What follows belongs to an exercise in optimizing a design on an open flow for small area and few clock cycles; a production flow would make more cautious choices.
In this exercise RTL edits were held to simulation tests only and were not proved equivalent to the original.
Power and IR drop assume default switching activity.

## flow/config.mk

```make
export PLATFORM = sky130hd
export DESIGN_NAME = html_markup_text_extractor
export DESIGN_NICKNAME = html_markup_text_extractor
export VERILOG_FILES = /design/flow/design.v
export SDC_FILE = /design/flow/constraint.sdc
export NUM_CORES = 4
export LEC_CHECK = 0
export ABC_AREA = 1
export CAP_MARGIN = 20
export CORE_MARGIN = 2
export CORE_UTILIZATION = 60
export SLEW_MARGIN = 20
```

## flow/constraint.sdc

```tcl
create_clock -name core_clock -period 7.0 [get_ports {clk}]
set_input_delay 1.4000 -clock core_clock [delete_from_list [all_inputs] [get_ports {clk}]]
set_output_delay 1.4000 -clock core_clock [all_outputs]
set_load 0.01 [all_outputs]
```

## flow/design.v

```verilog
module html_markup_text_extractor (
	input  logic        clk,
	input  logic        arst_n,
	input  logic        in_valid,
	output logic        in_ready,
	input  logic [7:0]  in_byte,
	input  logic        doc_last,
	output logic        out_valid,
	input  logic        out_ready,
	output logic [7:0]  out_char,
	output logic [19:0] src_offset,
	output logic        run_last,
	output logic        nest_overflow
);
	localparam logic [1:0] M_NORMAL = 2'd0;
	localparam logic [1:0] M_SPACES = 2'd1;
	localparam logic [1:0] M_TAG    = 2'd2;
	localparam logic [1:0] M_ENT    = 2'd3;
	localparam logic [4:0] T_ROOT = 5'd0,  T_B = 5'd1,  T_BR = 5'd2,
		T_X = 5'd3,  T_XM = 5'd4,  T_XML = 5'd5,
		T_S = 5'd6,  T_SC = 5'd7,  T_SCR = 5'd8,  T_SCRI = 5'd9,  T_SCRIP = 5'd10,
		T_SCRIPT = 5'd11, T_SL = 5'd12,
		T_L = 5'd13, T_U = 5'd14, T_D = 5'd15, T_T = 5'd16, T_TI = 5'd17,
		T_TA = 5'd18, T_TIT = 5'd19, T_TITL = 5'd22, T_H = 5'd21, T_BLK = 5'd20,
		T_DEAD = 5'd24;
	localparam logic [5:0] E_ROOT = 6'd0,
		E_A = 6'd1, E_AM = 6'd2, E_AMP = 6'd3,
		E_AU = 6'd4, E_AUM = 6'd5, E_AUML = 6'd6,
		E_AG = 6'd7, E_AGR = 6'd8, E_AGRA = 6'd9, E_AGRAV = 6'd10, E_AGRAVE = 6'd11,
		E_E = 6'd12, E_EG = 6'd13, E_EGR = 6'd14, E_EGRA = 6'd15, E_EGRAV = 6'd16,
		E_EGRAVE = 6'd17,
		E_EA = 6'd18, E_EAC = 6'd19, E_EACU = 6'd20, E_EACUT = 6'd21, E_EACUTE = 6'd22,
		E_L = 6'd23, E_LT = 6'd24, E_G = 6'd25, E_GT = 6'd26,
		E_N = 6'd27, E_NB = 6'd28, E_NBS = 6'd29, E_NBSP = 6'd30,
		E_S = 6'd31, E_SZ = 6'd32, E_SZL = 6'd33, E_SZLI = 6'd34, E_SZLIG = 6'd35,
		E_O = 6'd36, E_OU = 6'd37, E_OUM = 6'd38, E_OUML = 6'd39,
		E_U = 6'd40, E_UU = 6'd41, E_UUM = 6'd42, E_UUML = 6'd43,
		E_CO = 6'd44, E_COU = 6'd45, E_COUM = 6'd46, E_COUML = 6'd47,
		E_CA = 6'd48, E_CAU = 6'd49, E_CAUM = 6'd50, E_CAUML = 6'd51,
		E_CU = 6'd52, E_CUU = 6'd53, E_CUUM = 6'd54, E_CUUML = 6'd55,
		E_DEAD = 6'd63;
	localparam logic [2:0] C_NONE = 3'd0, C_BR = 3'd1, C_OX = 3'd2, C_OS = 3'd3,
		C_CX = 3'd4, C_CS = 3'd5, C_BLK = 3'd6;
	logic        first_q;
	logic [1:0]  mode_q;
	logic [5:0]  sub_q;
	logic [16:0] stk_q;    
	logic [19:0] pos_q;
	logic [19:0] mark_q;
	logic        ovf_q;
	logic        v1_q, v2_q;
	logic [7:0]  c1_q;
	logic        sel1_q;    
	logic        mpend_q;   
	logic [7:0] b;
	logic       ws, is_lt, is_gt, is_amp, is_semi, is_slash;
	logic       letter, digit, alnum, lower;
	logic [4:0] li;
	assign b        = in_byte;
	assign ws       = (b == 8'h20) || (b >= 8'h09 && b <= 8'h0D);
	assign is_lt    = (b == 8'h3C);
	assign is_gt    = (b == 8'h3E);
	assign is_amp   = (b == 8'h26);
	assign is_semi  = (b == 8'h3B);
	assign is_slash = (b == 8'h2F);
	assign li       = b[4:0];
	assign lower    = b[5];
	assign letter   = (b[7:6] == 2'b01) && (li != 5'd0) && (li <= 5'd26);
	assign digit    = (b[7:4] == 4'h3) && (b[3:0] <= 4'd9);
	assign alnum    = letter || digit;
	function automatic logic fl(input logic [7:0] c);
		fl = letter && (li == c[4:0]);
	endfunction
	function automatic logic el(input logic [7:0] c);
		el = letter && (li == c[4:0]) && (lower == c[5]);
	endfunction
	logic [5:0] tag_nx, ent_nx;
	logic [2:0] tcls;
	logic       tleaf;
	logic [8:0] edec;
	logic [4:0] t_exp, t_tgt;
	logic [4:0] ts;
	logic       tsl;
	assign ts  = sub_q[4:0];
	assign tsl = sub_q[5];
	always_comb begin
		t_tgt = ts + 5'd1;
		if (ts == T_B) t_exp = "R";
		else if (ts == T_X) t_exp = "M";
		else if (ts == T_XM) t_exp = "L";
		else if (ts == T_S) t_exp = "C";
		else if (ts == T_SC) t_exp = "R";
		else if (ts == T_SCR) t_exp = "I";
		else if (ts == T_SCRI) t_exp = "P";
		else if (ts == T_SCRIP) t_exp = "T";
		else if (ts == T_L) begin t_exp = "I"; t_tgt = T_BLK; end
		else if (ts == T_U) begin t_exp = "L"; t_tgt = T_BLK; end
		else if (ts == T_TI) begin t_exp = "T"; t_tgt = T_TIT; end
		else if (ts == T_TA) begin t_exp = "B"; t_tgt = T_TIT; end
		else if (ts == T_TIT) begin t_exp = "L"; t_tgt = T_TITL; end
		else if (ts == T_TITL) begin t_exp = "E"; t_tgt = T_BLK; end
		else t_exp = 5'd0;
	end
	logic [4:0] t_nx;
	always_comb begin
		t_nx = T_DEAD;
		if (ts[4:3] == 2'b11) begin
			t_nx = ts;
		end else if (tleaf) begin
			t_nx = ws ? (ts | 5'd24) : T_DEAD;
		end else begin
			case (ts)
				T_ROOT: begin
					if (ws)              t_nx = T_ROOT;
					else if (fl("B"))    t_nx = T_B;
					else if (fl("X"))    t_nx = T_X;
					else if (fl("S"))    t_nx = T_S;
					else if (fl("L"))    t_nx = T_L;
					else if (fl("U"))    t_nx = T_U;
					else if (fl("D"))    t_nx = T_D;
					else if (fl("T"))    t_nx = T_T;
					else if (fl("H"))    t_nx = T_H;
					else if (is_slash)   t_nx = T_SL;
				end
				T_SL: begin
					if (fl("S"))         t_nx = T_S;
					else if (fl("X"))    t_nx = T_X;
					else if (fl("L"))    t_nx = T_L;
					else if (fl("U"))    t_nx = T_U;
					else if (fl("D"))    t_nx = T_D;
					else if (fl("T"))    t_nx = T_T;
					else if (fl("H"))    t_nx = T_H;
					else if (fl("P"))    t_nx = T_BLK;
				end
				T_D:       if (fl("L") || fl("T")) t_nx = T_BLK;
				T_T: begin
					if (fl("I"))         t_nx = T_TI;
					else if (fl("A"))    t_nx = T_TA;
					else if (fl("R") || fl("D")) t_nx = T_BLK;
				end
				T_H:       if (b == "1" || b == "2" || b == "3") t_nx = T_BLK;
				default:   if (t_exp != 5'd0 && letter && li == t_exp) t_nx = t_tgt;
			endcase
		end
	end
	assign tag_nx = {tsl || (ts == T_ROOT && is_slash), t_nx};
	always_comb begin
		if (ts == T_BR || ts == (T_BR | 5'd24)) tcls = C_BR;
		else if (ts == T_XML || ts == (T_XML | 5'd24)) tcls = tsl ? C_CX : C_OX;
		else if (ts == T_SCRIPT || ts == (T_SCRIPT | 5'd24)) tcls = tsl ? C_CS : C_OS;
		else if (ts == T_BLK || ts == (T_BLK | 5'd24)) tcls = C_BLK;
		else tcls = C_NONE;
		tleaf = (tcls != C_NONE);
	end
	logic [4:0] e_exp;
	always_comb begin
		if (sub_q == E_AM) e_exp = "p";
		else if (sub_q == E_AU) e_exp = "m";
		else if (sub_q == E_AUM) e_exp = "l";
		else if (sub_q == E_AG) e_exp = "r";
		else if (sub_q == E_AGR) e_exp = "a";
		else if (sub_q == E_AGRA) e_exp = "v";
		else if (sub_q == E_AGRAV) e_exp = "e";
		else if (sub_q == E_EG) e_exp = "r";
		else if (sub_q == E_EGR) e_exp = "a";
		else if (sub_q == E_EGRA) e_exp = "v";
		else if (sub_q == E_EGRAV) e_exp = "e";
		else if (sub_q == E_EA) e_exp = "c";
		else if (sub_q == E_EAC) e_exp = "u";
		else if (sub_q == E_EACU) e_exp = "t";
		else if (sub_q == E_EACUT) e_exp = "e";
		else if (sub_q == E_L) e_exp = "t";
		else if (sub_q == E_G) e_exp = "t";
		else if (sub_q == E_N) e_exp = "b";
		else if (sub_q == E_NB) e_exp = "s";
		else if (sub_q == E_NBS) e_exp = "p";
		else if (sub_q == E_S) e_exp = "z";
		else if (sub_q == E_SZ) e_exp = "l";
		else if (sub_q == E_SZL) e_exp = "i";
		else if (sub_q == E_SZLI) e_exp = "g";
		else if (sub_q == E_O || sub_q == E_U || sub_q == E_CO || sub_q == E_CA || sub_q == E_CU) e_exp = "u";
		else if (sub_q == E_OU || sub_q == E_UU || sub_q == E_COU || sub_q == E_CAU || sub_q == E_CUU) e_exp = "m";
		else if (sub_q == E_OUM || sub_q == E_UUM || sub_q == E_COUM || sub_q == E_CAUM || sub_q == E_CUUM) e_exp = "l";
		else e_exp = 5'd0;
	end
	always_comb begin
		ent_nx = E_DEAD;
		case (sub_q)
			E_ROOT: begin
				if (el("a"))      ent_nx = E_A;
				else if (el("e")) ent_nx = E_E;
				else if (el("l")) ent_nx = E_L;
				else if (el("g")) ent_nx = E_G;
				else if (el("n")) ent_nx = E_N;
				else if (el("s")) ent_nx = E_S;
				else if (el("o")) ent_nx = E_O;
				else if (el("u")) ent_nx = E_U;
				else if (el("O")) ent_nx = E_CO;
				else if (el("A")) ent_nx = E_CA;
				else if (el("U")) ent_nx = E_CU;
			end
			E_A: begin
				if (el("m"))      ent_nx = E_AM;
				else if (el("u")) ent_nx = E_AU;
				else if (el("g")) ent_nx = E_AG;
			end
			E_E: begin
				if (el("g"))      ent_nx = E_EG;
				else if (el("a")) ent_nx = E_EA;
			end
			default: if (e_exp != 5'd0 && letter && lower && li == e_exp) ent_nx = sub_q + 6'd1;
		endcase
	end
	always_comb begin
		if (sub_q == E_AMP) edec = {1'b1, 8'h26};
		else if (sub_q == E_LT) edec = {1'b1, 8'h3C};
		else if (sub_q == E_GT) edec = {1'b1, 8'h3E};
		else if (sub_q == E_NBSP) edec = {1'b1, 8'h20};
		else if (sub_q == E_OUML) edec = {1'b1, 8'hF6};
		else if (sub_q == E_AUML) edec = {1'b1, 8'hE4};
		else if (sub_q == E_UUML) edec = {1'b1, 8'hFC};
		else if (sub_q == E_COUML) edec = {1'b1, 8'hD6};
		else if (sub_q == E_CAUML) edec = {1'b1, 8'hC4};
		else if (sub_q == E_CUUML) edec = {1'b1, 8'hDC};
		else if (sub_q == E_SZLIG) edec = {1'b1, 8'hDF};
		else if (sub_q == E_AGRAVE) edec = {1'b1, 8'hE0};
		else if (sub_q == E_EGRAVE) edec = {1'b1, 8'hE8};
		else if (sub_q == E_EACUTE) edec = {1'b1, 8'hE9};
		else edec = 9'd0;
	end
	logic [1:0]  mode;
	logic        d0, full, top;
	logic [19:0] off;
	logic        ovf_in;
	assign mode   = first_q ? M_NORMAL : mode_q;
	assign d0     = first_q || (stk_q[16:1] == 16'd0);
	assign full   = !first_q && stk_q[16];
	assign top    = stk_q[0];
	assign off    = first_q ? 20'd0 : pos_q + 20'd1;
	assign ovf_in = !first_q && ovf_q;
	logic       n_emit;
	logic [7:0] n_char;
	logic [1:0] n_mode;
	assign n_emit = d0 && !is_lt && !is_amp;
	assign n_char = ws ? 8'h20 : b;
	assign n_mode = ws ? M_SPACES : is_lt ? M_TAG : is_amp ? M_ENT : M_NORMAL;
	logic [1:0]  mode_d;
	logic [5:0]  sub_d;
	logic        set_mark, push, pop, ovf_set;
	logic        a_v, b_v;      
	logic [7:0]  a_c, b_c;
	logic        a_mark;        
	logic        renorm;
	always_comb begin
		mode_d   = mode;
		sub_d    = sub_q;
		push     = 1'b0;
		pop      = 1'b0;
		ovf_set  = 1'b0;
		a_v      = 1'b0;
		b_v      = 1'b0;
		a_c      = n_char;
		b_c      = n_char;
		a_mark   = 1'b0;
		renorm   = 1'b0;
		case (mode)
			M_NORMAL: renorm = 1'b1;
			M_SPACES: renorm = !ws && !doc_last;
			M_TAG: begin
				if (is_gt) begin
					mode_d = M_NORMAL;
					case (tcls)
						C_BR: begin
							a_v    = d0;
							a_c    = 8'h0A;
							a_mark = 1'b1;
							mode_d = M_SPACES;
						end
						C_OX, C_OS: begin
							push    = !full;
							ovf_set = full;
						end
						C_CX: pop = !d0 && !top;
						C_CS: pop = !d0 && top;
						C_BLK: begin
							a_v    = d0;
							a_c    = 8'h0A;
							a_mark = 1'b1;
							b_v    = d0;
							b_c    = 8'h0A;
							mode_d = M_SPACES;
						end
						default: ;
					endcase
				end else begin
					sub_d = tag_nx;
				end
			end
			M_ENT: begin
				if (alnum) begin
					sub_d = ent_nx;
				end else begin
					mode_d = M_NORMAL;
					a_v    = d0 && edec[8];
					a_c    = edec[7:0];
					a_mark = 1'b1;
					renorm = !is_semi && !doc_last;
				end
			end
		endcase
		if (renorm) begin
			mode_d = n_mode;
			if (is_lt || is_amp)
				sub_d = 6'd0;
			if (a_v) begin
				b_v = n_emit;
			end else begin
				a_v    = n_emit;
				a_c    = n_char;
				a_mark = 1'b0;
			end
		end
	end
	assign set_mark = renorm && (is_lt || is_amp);
	logic pop_o, take;
	assign pop_o    = v1_q && out_ready;
	assign in_ready = !v2_q && (!v1_q || out_ready);
	assign take     = in_valid && in_ready;
	always_ff @(posedge clk or negedge arst_n) begin
		if (!arst_n) begin
			first_q <= 1'b1;
		end else if (take) begin
			first_q <= doc_last;
		end
	end
	always_ff @(posedge clk) begin
		if (take) begin
			mode_q <= mode_d;
			sub_q  <= sub_d;
			pos_q  <= off;
			ovf_q  <= ovf_in || ovf_set;
			mpend_q <= set_mark;
			if (mpend_q)
				mark_q <= pos_q;
			if (push)
				stk_q <= {first_q ? 16'd1 : stk_q[15:0], tcls == C_OS};
			else if (pop)
				stk_q <= {1'b0, stk_q[16:1]};
			else if (first_q)
				stk_q <= 17'd1;
		end
	end
	always_ff @(posedge clk or negedge arst_n) begin
		if (!arst_n) begin
			v1_q <= 1'b0;
			v2_q <= 1'b0;
		end else begin
			v1_q <= (v1_q && !out_ready) || v2_q || (take && a_v);
			v2_q <= (v2_q && !out_ready) || (take && b_v);
		end
	end
	always_ff @(posedge clk) begin
		if (v2_q) begin
			if (out_ready)
				sel1_q <= 1'b0;
		end else if (take && a_v) begin
			c1_q   <= b_v ? b_c : a_c;
			sel1_q <= a_mark;
		end
	end
	assign out_valid     = v1_q;
	assign out_char      = !v2_q ? c1_q : edec[8] ? edec[7:0] : 8'h0A;
	assign src_offset    = sel1_q ? mark_q : pos_q;
	assign run_last      = !v2_q;
	assign nest_overflow = ovf_q;
endmodule
```

## flow/run.sh

```bash
#!/bin/bash
# synth_recipe.tcl (not shown) runs the flow's synth.tcl, then flattens the netlist and writes it again
# the make line also repeats each setting of config.mk as NAME=value (left out here)
make -C /OpenROAD-flow-scripts/flow DESIGN_CONFIG=/design/flow/config.mk WORK_HOME=/design/flow/orfs CLKGATE_MAP_FILE= SYNTH_SCRIPT=/design/flow/synth_recipe.tcl finish
```

==> results of run 1 <==
## stage by stage
step	utilization	std cells	hold WS [ns]	worst slack [ns]
final	0.687	1166	0.458	1.76
after global routing	0.687	1166	0.473	1.47
after CTS	0.687	1166	0.461	1.86
after detailed placement	0.665	1150	0.438	2.25
after global placement	0.665	1150	0.427	2.34
after floorplan	-	986	0.426	2.91
## sequential cells by signal, indices dropped and copies added, names as in the netlist, 2 cells and up
signal  flops
stk_q      17
mode_q      2
sub_q       6
mark_q     20
c1_q        8
pos_q      20
## routing by layer
| metal | wire [um] | vias up | part of all wire |
|---|---|---|---|
| met4 | 884 | 0 | 0.043 |
| met5 | 0 | - | 0 |
| met2 | 9430 | 434 | 0.45 |
| met1 | 8400 | 3180 | 0.41 |
| met3 | 2010 | 66 | 0.097 |
| li1 | - | 3384 | - |
## power by group through the flow
stage / Combinational (uW) / Clock (uW) / Sequential, uW
final: 528 / 416 / 630
after global routing: 581 / 433 / 638
after CTS: 514 / 416 / 628
after detailed placement: 511 / 0 / 639
after global placement: 508 / 0 / 637
after floorplan: 376 / 0 / 610
## path summary, 6_finish.rpt
kind                                              from              endpoint  slack, ns  cells past startpoint
worst max-delay path                sub_q[4]$_DFFE_PP_           out_char[5]       1.76                     11
worst min-delay path            pos_q[3]$_SDFFCE_PP0P_   mark_q[3]$_DFFE_PP_       0.46                      0
worst max register to register      sub_q[4]$_DFFE_PP_  sel1_q$_SDFFCE_PP0P_       2.78                     14
worst min register to register  pos_q[3]$_SDFFCE_PP0P_   mark_q[3]$_DFFE_PP_       0.46                      0
max in group asynchronous                       arst_n   first_q$_DFFE_PN1P_       5.59                      1
min in group asynchronous                       arst_n        v1_q$_DFF_PN0_       1.19                      1
## layout make-up
class,count,area (um^2),area share
repair buffers,48,470,0.0629
clock inverters,7,109,0.0146
multi-input cells,740,3700,0.495
clock buffers,9,124,0.0166
flip-flops and latches,79,2360,0.316
inverters,143,537,0.0718
well taps,140,175,0.0234
## cells by family after synthesis
kind of cell | count (synthesis) | synth area share
AOI/OAI and AO/OA | 178 | 0.154
xor gates and xnor gates | 6 | 0.00782
DFF | 79 | 0.351
and+or+nand+nor | 549 | 0.376
muxes | 1 | 0.00168
buffers and inverters | 167 | 0.0978
adders and majority gates | 6 | 0.0112
## cells in the final DEF, fill, tap and decap left out, types with 7 or more instances in the layout
cell type | Yosys | layout
nor2_4 | 9 | 9
clkdlybuf4s50_1 | 0 | 44
edfxtp_1 | 76 | 76
a31oi_1 | 12 | 12
nand2_2 | 12 | 12
nor2_2 | 19 | 19
nand2_1 | 238 | 238
a21oi_1 | 38 | 38
inv_1 | 113 | 113
nor4_1 | 11 | 11
o211ai_1 | 7 | 7
nor2_1 | 135 | 135
o21ai_1 | 24 | 24
clkbuf_8 | 0 | 9
o21ai_0 | 63 | 63
o31ai_1 | 8 | 8
nor3_1 | 27 | 27
nand3_1 | 59 | 59
nand4_1 | 20 | 20
inv_2 | 30 | 30
==> reports/metrics.cfg, run 1 <==
[status]
status=finished clean

[cells_and_area]
drive_above_1_share=0.113
n_antenna_cell=0
layout.nets=1040
syn_to_final_growth_pct=11.3
fillers=979
final_area_mm2=0.00747

[setup_path]
cp-start-kind=flip-flop
critical_path.top_delay_family=buffers and inverters
crit_type=reg2out
critPathMaxFanout=21
crit_top_cell=nor2_1
cp_cell_sequence=inv_2, nor2_1, inv_1, nor2_1, nor2_1, o21ai_1, a31oi_1, inv_1, nor3_1, o21ai_0, clkdlybuf4s50_1
slowest_delay_ns=0.83
cp_num_buf_inv=4
critPathRequiredTime_ns=5.60
arrival_ns=3.84
critical_path.slowest_cell=edfxtp_1
worstSetupEndpointType=output pin

[power_and_ir_drop]
power.leakage_uw=0.00319
p_total_uw=1570
clock_power_share=0.264
cellInternalPower_uw=957
seqPwrFrac=0.400
p_per_area_mw_per_mm2=211
ir_worst_vdd_uv=119
combPwrFrac=0.335
switching_share=0.393
p_switching_uw=618

[global_route]
grt_max_degree=40
antenna_found_initial=0
grtUsageMet3=0.0711
gr-usage-all-layers=0.359
grt.busiest_layer=met2
overflow=0
use_met1=0.475
grt_pass1_wl_um=32900
grtUsageMet2=0.566
grt_pass1_vias=6386

[sta]
setup_viol_count_final=0
fin_skew_ns=0.0130
min_period_ns=5.24
max_freq_mhz=191
worst_pin_slew_ns=1.05
grt_setup_unrepaired=no
slew_viol_final=0
hold_viol_final=0
relSlewSlack=0.297
finalCritPeriodShare=0.748
tns_ns=0

[drt]
route.detailed.drc=0
post_drt_wl_per_cell_um=17.8
vias=7064
drt_first_pass_iters=5
wirelength_um=20700
detailedRoute.firstIterationViolations=919
drt-vias-per-instance=6.06
ant_nets=0

[yosys]
syn-num-nets=1005
avgSynthCellArea_um2=6.81
synthDistinctLibCells=49
synth_cells=986
yosys-top-cells-area=edfxtp_1, nand2_1, nor2_1
synth-warning-count=1
synth_edf_count=76
seq_area_frac_synth=0.351
yosysMostFrequentCell=nand2_1
synth_largest_area_cell=edfxtp_1
synth-seq-cells=79
synth_area_mm2=0.00672
yosys_most_used_dff=edfxtp_1
ys_top_cells_by_count=nand2_1, nor2_1, inv_1
synthArstFlopShare=0.0380
netlist.area_leader.share=0.340

[place]
gp_congestion=1.03
detailed_place.area_mm2=0.00724
portBuffers=44
dp.final_hpwl_um=16000

[run]
cap_violations=0

[clock_network]
clkTransAtPathRegs_ns=0.10
ctsHoldBuffers=0
clock_path_buffers=2
postCtsSetupBuffers=0
clock_latency_ns=0.38
cts_made_buffers=9
cts_tree=yes
post_cts_resized=0
htreeDepth=3
cts.root.buffer_cell=clkbuf_8
numClockSinks=79

[floorplanning]
ioPinCount=45
die_w_um=110
die_area_mm2=0.0121
start_util=0.617
die_y_um=110
coreArea_mm2=0.0109
placementRows=38

[min_path]
hold_path.class=reg2reg

Testbench counts, summed over its fixed seeds: cycles 25,771.
==> inputs of run 2 (changes only) <==
==> flow/flow/run.sh (new file) <==
#!/bin/bash
# standard layout, with the port buffers made from the smallest buffer cell
set -euo pipefail
export BUFFER_PORTS_ARGS="-buffer_cell sky130_fd_sc_hd__buf_1"
bash standard.sh > layout.log 2>&1
==> flow/standard.sh (new file) <==
#!/bin/bash
# synth_recipe.tcl (not shown) runs the flow's synth.tcl, then flattens the netlist and writes it again
# the make line also repeats each setting of config.mk as NAME=value (left out here)
make -C /OpenROAD-flow-scripts/flow DESIGN_CONFIG=/design/flow/config.mk WORK_HOME=/design/flow/orfs CLKGATE_MAP_FILE= SYNTH_SCRIPT=/design/flow/synth_recipe.tcl "${@:-finish}"
removed: flow/run.sh
==> reports/metrics.cfg, run 2 <==
[status]
status=finished clean

[yosys]
synth-compound-area-share=0.154
synthDistinctLibCells=49
synthMuxAreaShare=0.00168
yosysMostFrequentCell=nand2_1
syn-num-nets=1005
synth-warning-count=1
synth-seq-cells=79
synthAdderAreaFrac=0.0112
synth_xor_area_frac=0.00782
netlist.area_leader.share=0.340
ys_top_cells_by_count=nand2_1, nor2_1, inv_1
yosys_most_used_dff=edfxtp_1
seq_area_frac_synth=0.351
synth_largest_area_cell=edfxtp_1
synth_cells=986
synth-simple-area-share=0.376
yosys-top-cells-area=edfxtp_1, nand2_1, nor2_1
synth_area_mm2=0.00672
synthArstFlopShare=0.0380
synth_top_family_by_area=simple AND/OR/NAND/NOR gates
avgSynthCellArea_um2=6.81
synth_edf_count=76

[clock_network]
clock_latency_ns=0.36
post_cts_resized=0
numClockSinks=79
cts.root.buffer_cell=clkbuf_8
htreeDepth=3
postCtsSetupBuffers=0
clkTransAtPathRegs_ns=0.09
cts_tree=yes
ctsHoldBuffers=0
clock_path_buffers=2
cts_made_buffers=9

[sta]
min_period_ns=4.46
tns_ns=0
grt_setup_unrepaired=no
relSlewSlack=0.412
fin_skew_ns=0.00607
slew_viol_final=0
setup_viol_count_final=0
max_freq_mhz=224
worst_pin_slew_ns=0.882
fin_worst_hold_slack_ns=0.467
hold_viol_final=0
finalCritPeriodShare=0.637

[min_path]
hold_path.class=reg2reg
hp-start=pos_q[9]$_SDFFCE_PP0P_

[setup_path]
worstSetupEndpointType=output pin
critPathMaxFanout=21
critPathRequiredTime_ns=5.60
crit_start=sub_q[4]$_DFFE_PP_
crit_type=reg2out
cp-start-kind=flip-flop
arrival_ns=3.06
r2r_start=sub_q[4]$_DFFE_PP_

[drt]
drt-vias-per-instance=5.95
drt_first_pass_iters=6
ant_nets=0
vias=6952
route.detailed.drc=0
post_drt_wl_per_cell_um=17.0
wirelength_um=19900
detailedRoute.firstIterationViolations=878

[global_route]
overflow=0
gr-usage-all-layers=0.341
grt_max_degree=40
grt_pass1_vias=6142
antenna_found_initial=0
grt_pass1_wl_um=31300

[floorplanning]
placementRows=38
die_area_mm2=0.0121
ioPinCount=45
die_y_um=110
die_w_um=110
start_util=0.617
coreArea_mm2=0.0109

[power_and_ir_drop]
p_total_uw=1480
p_per_area_mw_per_mm2=206
ir_worst_vdd_uv=108
power.leakage_uw=0.00306

[run]
cap_violations=0

[place]
portBuffers=44
dp.final_hpwl_um=15400
placed_cells=1151
gp_congestion=1.05

[cells_and_area]
post-route-util=0.660
layout_common_cells=nand2_1, nor2_1, inv_1
drive_above_1_share=0.113
largestRegisters=mark_q (20), pos_q (20), stk_q (17)
n_antenna_cell=0
layout.nets=1042
finalNonFillerCells=1168
syn_to_final_growth_pct=6.97
layout_commonest_cell=nand2_1

-- run 2: metrics by stage --
stage | cell area, um^2 | setup WS, ns
global route | 7180 | 2.28
detailed placement | 6970 | 2.60
finish | 7180 | 2.54
global placement | 6970 | 2.69
CTS | 7170 | 2.64
floorplan | 6720 | 2.91
-- run 2: worst paths after layout --
path | endpoint | slack [ns] | depth (start not counted)
min in group asynchronous | v2_q$_DFF_PN0_ | 0.82 | 1
setup reg to reg | sel1_q$_SDFFCE_PP0P_ | 3.14 | 15
setup / recovery | out_char[1] | 2.54 | 13
hold / removal | mark_q[9]$_DFFE_PP_ | 0.47 | 0
max in group asynchronous | first_q$_DFFE_PN1P_ | 5.96 | 1
hold reg to reg | mark_q[9]$_DFFE_PP_ | 0.47 | 0
-- run 2: layout make-up --
cell class,count,area [um^2]
clock buffers,10,128
fillers,1014,3700
clock inverters,6,67.6
well taps,140,175
flip-flops and latches,79,2360
multi-input cells,740,3700
inverters,143,537
repair buffers,50,218
-- run 2: report_power, final --
group / switching, uW / internal (uW)
combinational: 364 / 145
sequential: 43.8 / 577
clock: 186 / 167
-- run 2: routing by layer --
metal	up-vias	track usage	part of all wire
met5	-	0	0
met4	0	0.146	0.042
met3	71	0.0670	0.092
met2	383	0.514	0.44
met1	3131	0.475	0.43
li1	3367	-	-
-- run 2: cell families (layout without fill, tap and decap cells) --
| group | after synthesis | count (layout) |
|---|---|---|
| buffers and inverters | 167 | 209 |
| XOR/XNOR | 6 | 6 |
| multiplexers | 1 | 1 |
| AND/OR/NAND/NOR | 549 | 549 |
| AO/OA/AOI/OAI | 178 | 178 |
| flip-flops | 79 | 79 |
| adder cells (fa/ha/maj) | 6 | 6 |
-- run 2: worst max-delay path: stages, from the launching register on --
cell,delay [ns]
edfxtp_1,0.33
buf_4,0.28
inv_2,0.21
nor2_1,0.60
inv_1,0.23
nor2_1,0.19
nor2_1,0.08
o21ai_1,0.13
a31oi_1,0.07
inv_1,0.12
nor2_2,0.08
nor2_1,0.14
a21oi_1,0.08
buf_1,0.13
==> inputs of run 3 (changes only) <==
==> flow/flow/run.sh (replaced) <==
#!/bin/bash
# The standard layout (standard.sh), with two changes:
#  - synthesis maps the logic with flow/abc_area.script, an area-oriented ABC script, in
#    place of ORFS's; everything else in the synthesis is the standard one (synth_recipe.tcl
#    and ORFS's synth.tcl, with only the ABC script swapped), so the registers are the same
#  - the port buffers are the smallest buffer cell
# every tool's output goes to the ORFS logs under orfs/logs, and make's to layout.log
set -euo pipefail
W=$PWD
# ORFS's synth.tcl with the ABC script swapped, right after the preamble sets it
sed '/source $::env(SCRIPTS_DIR)\/synth_preamble.tcl/a set abc_args [lreplace $abc_args 1 1 '"$W"'/flow/abc_area.script]' \
	"$FLOW_HOME/scripts/synth.tcl" > "$W/own_synth.tcl"
grep -q "abc_area.script\]" "$W/own_synth.tcl"
# The standard flow's synthesis script, sourcing that copy
sed 's#source $::env(SCRIPTS_DIR)/synth.tcl#source '"$W"'/own_synth.tcl#' "$W/synth_recipe.tcl" > "$W/own_synth_recipe.tcl"
grep -q own_synth.tcl "$W/own_synth_recipe.tcl"
# standard.sh, with that synthesis script
sed 's#SYNTH_SCRIPT=[^ ]*#SYNTH_SCRIPT='"$W"'/own_synth_recipe.tcl#' "$W/standard.sh" > "$W/own_standard.sh"
grep -q own_synth_recipe.tcl "$W/own_standard.sh"
export BUFFER_PORTS_ARGS="-buffer_cell sky130_fd_sc_hd__buf_1"
bash "$W/own_standard.sh" > "$W/layout.log" 2>&1
==> flow/flow/abc_area.script (new file) <==
strash
&get -n
&fraig -x
&put
scorr
dc2
strash
&get -n
&dch -f
&nf -R 1000
&put
buffer -c
topo
stime -c
upsize -c
dnsize -c
==> reports/metrics.cfg, run 3 <==
[status]
status=finished clean

[drt]
wirelength_um=17400
ant_nets=0
vias=6085
drt_first_pass_iters=8
drt-vias-per-instance=6.91
post_drt_wl_per_cell_um=19.7
route.detailed.drc=0
detailedRoute.firstIterationViolations=738

[cells_and_area]
layout_commonest_cell=nand2_1
n_antenna_cell=0
post-route-util=0.655
layout_common_cells=nand2_1, edfxtp_1, nor2_1
drive_above_1_share=0.0762
syn_to_final_growth_pct=5.85
layout.nets=762
final_area_mm2=0.00641
largestRegisters=mark_q (20), pos_q (20), stk_q (17)
fillers=845

[yosys]
synthDistinctLibCells=74
yosys_most_used_dff=edfxtp_1
synth-seq-cells=79
ys_top_cells_by_count=nand2_1, edfxtp_1, nor2_1
synth_edf_count=76
syn-num-nets=745
synthArstFlopShare=0.0380
synth_area_mm2=0.00605
netlist.area_leader.share=0.377
seq_area_frac_synth=0.390
yosysMostFrequentCell=nand2_1
synth-warning-count=1
avgSynthCellArea_um2=8.34
synth_largest_area_cell=edfxtp_1
synth_cells=726
yosys-top-cells-area=edfxtp_1, a21oi_1, nand2_1

[sta]
min_period_ns=4.92
grt_setup_unrepaired=no
setup_viol_count_final=0
fin_ws_ns=2.08
fin_skew_ns=0.0134
tns_ns=0
finalCritPeriodShare=0.703
hold_viol_final=0
slew_viol_final=0
worst_pin_slew_ns=1.02
max_freq_mhz=203
relSlewSlack=0.320

[clock_network]
clkTransAtPathRegs_ns=0.08
ctsHoldBuffers=0
cts_tree=yes
numClockSinks=79
post_cts_resized=0
cts_made_buffers=9
clock_latency_ns=0.36
cts.root.buffer_cell=clkbuf_8
clock_path_buffers=2
postCtsSetupBuffers=0
htreeDepth=3

[floorplanning]
placementRows=36
die_area_mm2=0.0109
coreArea_mm2=0.00977
start_util=0.619
ioPinCount=45
die_y_um=104
die_w_um=104

[setup_path]
critical_path.slowest_cell=a2111oi_4
critPathRequiredTime_ns=7.10
crit_type=reg2reg
critPathMaxFanout=15
cp-start-kind=flip-flop
worstSetupEndpointType=flip-flop
arrival_ns=5.02
cp_num_buf_inv=1
slowest_delay_ns=0.60
cp_cell_sequence=inv_1, ha_1, and3_1, nand2_1, nand2_1, nor2_1, a31oi_1, o32ai_1, o21a_1, o21ai_1, xor2_1, or4_4, a2111oi_4, a31oi_1, a221oi_1, nor2_1
critical_path.top_delay_family=compound AO/OA/AOI/OAI gates

[power_and_ir_drop]
ir_worst_vdd_uv=144
p_per_area_mw_per_mm2=240
power.leakage_uw=0.00229
p_total_uw=1540

[run]
cap_violations=0

[global_route]
grt_pass1_vias=5514
gr-usage-all-layers=0.322
grt_pass1_wl_um=28200
grt_max_degree=44
antenna_found_initial=0
overflow=0

[place]
dpl_worst_slack_ns=1.92
gp_congestion=1.04
portBuffers=44
detailed_place.area_mm2=0.00621
dp.final_hpwl_um=12600

[min_path]
hold_path.class=reg2reg

run 3: cell count changes after synthesis, sizes merged, moves of 22 or more:
cell,before,now
nand2,255,82
and3,0,22
nor2,163,77
a21oi,40,73
o21ai,93,47
inv,143,17
run 3: worst register-to-register path, stage by stage (launching register included):
cell	delay [ns]
edfxtp_1	0.56
inv_1	0.15
ha_1	0.55
and3_1	0.50
nand2_1	0.13
nand2_1	0.08
nor2_1	0.05
a31oi_1	0.19
o32ai_1	0.10
o21a_1	0.14
o21ai_1	0.35
xor2_1	0.13
or4_4	0.57
a2111oi_4	0.60
a31oi_1	0.17
a221oi_1	0.33
nor2_1	0.06
run 3: power breakdown:
group | internal (uW) | total, uW | leakage, uW | switching, uW
Combinational | 179 | 532 | 0.00142 | 353
Sequential | 596 | 665 | 0.000769 | 69.5
Clock | 167 | 343 | 0.0000944 | 176
run 3: kinds of logic after synthesis:
logic type | synth area share
AOI/OAI and AO/OA | 0.233
xor gates and xnor gates | 0.0130
adders and majority gates | 0.0124
buffers and inverters | 0.0484
DFF | 0.390
muxes | 0.0349
and+or+nand+nor | 0.269
run 3: path summary, 6_finish.rpt:
kind | start | endpoint | slack, ns | depth (start not counted)
min in group asynchronous | arst_n | v2_q$_DFF_PN0_ | 0.84 | 1
worst max-delay path | sub_q[0]$_DFFE_PP_ | sub_q[2]$_DFFE_PP_ | 2.08 | 16
worst max register to register | sub_q[0]$_DFFE_PP_ | sub_q[2]$_DFFE_PP_ | 2.08 | 16
worst min-delay path | pos_q[19]$_SDFFCE_PP0P_ | mark_q[19]$_DFFE_PP_ | 0.47 | 0
max in group asynchronous | arst_n | first_q$_DFFE_PN1P_ | 5.92 | 1
worst min register to register | pos_q[19]$_SDFFCE_PP0P_ | mark_q[19]$_DFFE_PP_ | 0.47 | 0
run 3: per-stage QoR:
step                hold slack (ns)  cells
global placement              0.441    865
finish                        0.465    881
floorplan                     0.426    726
CTS                           0.474    881
detailed placement            0.449    865
global route                  0.488    881
run 3: final cells by class:
cell class,instances,area (um^2),area share
multi-input cells,585,3400,0.531
flip-flops and latches,79,2360,0.368
repair buffers,50,210,0.0328
well taps,133,166,0.0260
clock buffers,10,128,0.0199
clock inverters,6,70.1,0.0109
inverters,18,70.1,0.0109
run 3: routing by layer:
layer	GRT usage	share of wire	vias up	wire length, um
li1	-	-	2778	-
met1	0.463	0.43	2876	7510
met2	0.464	0.43	380	7440
met3	0.0984	0.11	51	1950
met4	0.106	0.027	0	468
met5	0	0	-	0
==> inputs of run 4 (changes only) <==
==> flow/flow/abc_area.script (replaced) <==
strash
&get -n
&fraig -x
&put
scorr
dc2
strash
&get -n
&dch -f
&nf -R 1000 -p
&put
mfs2
strash
&get -n
&dch -f
&nf -R 1000 -p
&put
==> reports/metrics.cfg, run 4 <==
[floorplanning]
die_y_um=101
coreArea_mm2=0.00920
placementRows=35
start_util=0.614
die_w_um=101
ioPinCount=45
die_area_mm2=0.0102

[sta]
finalCritPeriodShare=0.771
slew_viol_final=0
fin_worst_hold_slack_ns=0.528
tns_ns=0
fin_skew_ns=0.0227
worst_pin_slew_ns=1.18
min_period_ns=5.40
grt_setup_unrepaired=no
setup_viol_count_final=0
max_freq_mhz=185
hold_viol_final=0
relSlewSlack=0.211

[clock_network]
ctsHoldBuffers=0
clkTransAtPathRegs_ns=0.10
numClockSinks=79
clock_path_buffers=2
postCtsSetupBuffers=0
cts_made_buffers=9
post_cts_resized=0
cts_tree=yes
htreeDepth=3
cts.root.buffer_cell=clkbuf_8
clock_latency_ns=0.36

[cells_and_area]
drive_above_1_share=0.0297
syn_to_final_growth_pct=9.40
n_antenna_cell=0
layout_common_cells=nand2_1, edfxtp_1, a21oi_1
largestRegisters=mark_q (20), pos_q (20), stk_q (17)
final_area_mm2=0.00617
layout.nets=722

[yosys]
yosys-top-cells-area=edfxtp_1, a21oi_1, nand2_1
synth_cells=645
syn-num-nets=664
avgSynthCellArea_um2=8.75
synth_edf_count=76
synth-warning-count=1
synth_area_mm2=0.00564
seq_area_frac_synth=0.418
ys_top_cells_by_count=edfxtp_1, nand2_1, a21oi_1
netlist.area_leader.share=0.404
yosys_most_used_dff=edfxtp_1
synth_largest_area_cell=edfxtp_1
synthDistinctLibCells=56
synth-seq-cells=79
synthArstFlopShare=0.0380

[setup_path]
rr_endpoint=sub_q[0]$_DFFE_PP_
worstSetupEndpointType=flip-flop
rrSetupSlack_ns=2.22
r2r_start=sub_q[4]$_DFFE_PP_
cp-start-kind=primary input
critPathRequiredTime_ns=7.10
crit_type=in2reg
critPathMaxFanout=17
critical_path.slowest_cell=buf_1
slowest_delay_ns=0.54
arrival_ns=5.50
cp_cell_sequence=buf_1, or2_0, or3_1, nand3b_1, a31oi_1, or2_0, nor2_1, o21ai_0, a32oi_1, and3_1, a31oi_1, nand2_1, nor2_1, mux2_1
reg2regPathDepth=16

[global_route]
grt_pass1_wl_um=27700
grt_max_degree=41
gr-usage-all-layers=0.351
antenna_found_initial=0
overflow=0
grt_pass1_vias=5288

[place]
gp_congestion=1.06
detailed_place.area_mm2=0.00597
dp.final_hpwl_um=12900
portBuffers=44

[power_and_ir_drop]
p_total_uw=1520
ir_worst_vdd_uv=98.8
power.leakage_uw=0.00210
p_per_area_mw_per_mm2=247

[min_path]
hold_path.class=reg2reg
hp-start=pos_q[3]$_SDFFCE_PP0P_
hold_end=mark_q[3]$_DFFE_PP_
whs_path_depth=0

[status]
status=finished clean

[drt]
wirelength_um=17600
post_drt_wl_per_cell_um=21.5
detailedRoute.firstIterationViolations=751
vias=5790
drt-vias-per-instance=7.07
drt_first_pass_iters=6
ant_nets=0
route.detailed.drc=0

[run]
cap_violations=0

[run 4: changes by cell type after synthesis, moves of 7 or more]
cell / delta
and2_0: +13
mux2_2: -17
nand3_1: -19
nor2_1: -13
o21ai_1: -11
o21ai_0: +13
buf_6: -7
o211ai_1: +7
mux2_1: +22
clkinv_1: +12
inv_1: -15
and2_1: -9
clkbuf_1: -29
[run 4: worst max-delay path by stage]
stage / start / to / slack, ns / cells after the start
2_1_floorplan: in_byte[7] / stk_q[0]$_DFFE_PP_ / 2.64 / 7
3_3_place_gp: in_byte[3] / c1_q[7]$_DFFE_PP_ / 1.73 / 14
3_5_place_dp: in_byte[3] / c1_q[7]$_DFFE_PP_ / 1.39 / 14
4_1_cts: in_byte[3] / c1_q[7]$_DFFE_PP_ / 1.73 / 14
5_1_grt: in_byte[3] / c1_q[7]$_DFFE_PP_ / 1.31 / 14
6_report: in_byte[3] / c1_q[7]$_DFFE_PP_ / 1.60 / 14
[run 4: routing by layer]
layer	GRT usage	vias up	wire [um]
li1	-	2623	-
met1	0.455	2718	6830
met2	0.591	385	8520
met3	0.0458	64	1490
met4	0.153	0	766
met5	0	-	0
[run 4: power by group]
group / internal, uW / switching [uW]
logic: 169 / 320
clock network: 167 / 174
registers: 601 / 91.9
total: 937 / 587
[run 4: kinds of logic (layout without fill, tap and decap cells)]
family	Yosys count	count (layout)	synth area share
simple gates	298	298	0.262
fa+ha+maj	6	6	0.0133
mux	22	22	0.0439
compound gates	216	216	0.237
buf+inv	13	76	0.00865
xor+xnor	11	11	0.0171
flops	79	79	0.418
[run 4: area by class of cell]
type / instances / area [um^2]
Multi-Input combinational cell: 553 / 3240
Fill cell: 725 / 3020
Sequential cell: 79 / 2360
Timing Repair Buffer: 47 / 188
Tap cell: 111 / 139
Clock buffer: 10 / 128
Clock inverter: 6 / 67.6
Inverter: 13 / 48.8
[run 4: critical path: cells and delay by family]
kind                   cells  cell delay, ns
AO/OA/AOI/OAI              4            1.18
buffers and inverters      1            0.54
multiplexers               1            0.38
AND/OR/NAND/NOR            8            2.00
[run 4: metrics by stage]
step | setup slack (ns) | util | instances
after global routing | 1.31 | 0.671 | 819
after detailed placement | 1.39 | 0.649 | 803
final | 1.60 | 0.671 | 819
after floorplan | 2.64 | - | 645
after CTS | 1.73 | 0.670 | 819
after global placement | 1.73 | 0.649 | 803

-- static timing again, ports no longer ideal --
The flow's constraints put no driver on any port. The routed layouts listed below were extracted and timed again, unchanged, in two steps. Step 1 (the two cells are an assumption about what drives the block):
set clk [get_ports {clk}]
set_driving_cell -lib_cell sky130_fd_sc_hd__clkbuf_16 $clk
set_driving_cell -lib_cell sky130_fd_sc_hd__buf_2 [delete_from_list [all_inputs] $clk]
Step 2 moves the port delays by t, midway between the first and last clock arrival at a register: inputs arrive t later, outputs are due t later. That takes back most of the time a late clock gives input paths. Three values: ideal, step 1, step 2; two values: the first two.
run	shift t [ns]	setup WS [ns]	worst setup path at the end	cell pins on the clock port's net
run 1	0.407	1.763 / 1.731 / 2.138	register to output	1
run 2	0.396	2.543 / 2.508 / 2.541	input to register	1
run 3	0.393	2.079 / 2.065 / 1.702	input to register	1
run 4	0.383	1.601 / 1.605 / 1.222	input to register	1
After both steps setup and hold are still met in every run listed. For run 4, which loses most, drivers alone change the setup slack by +0.004 ns; drivers and shift together by -0.379 ns.
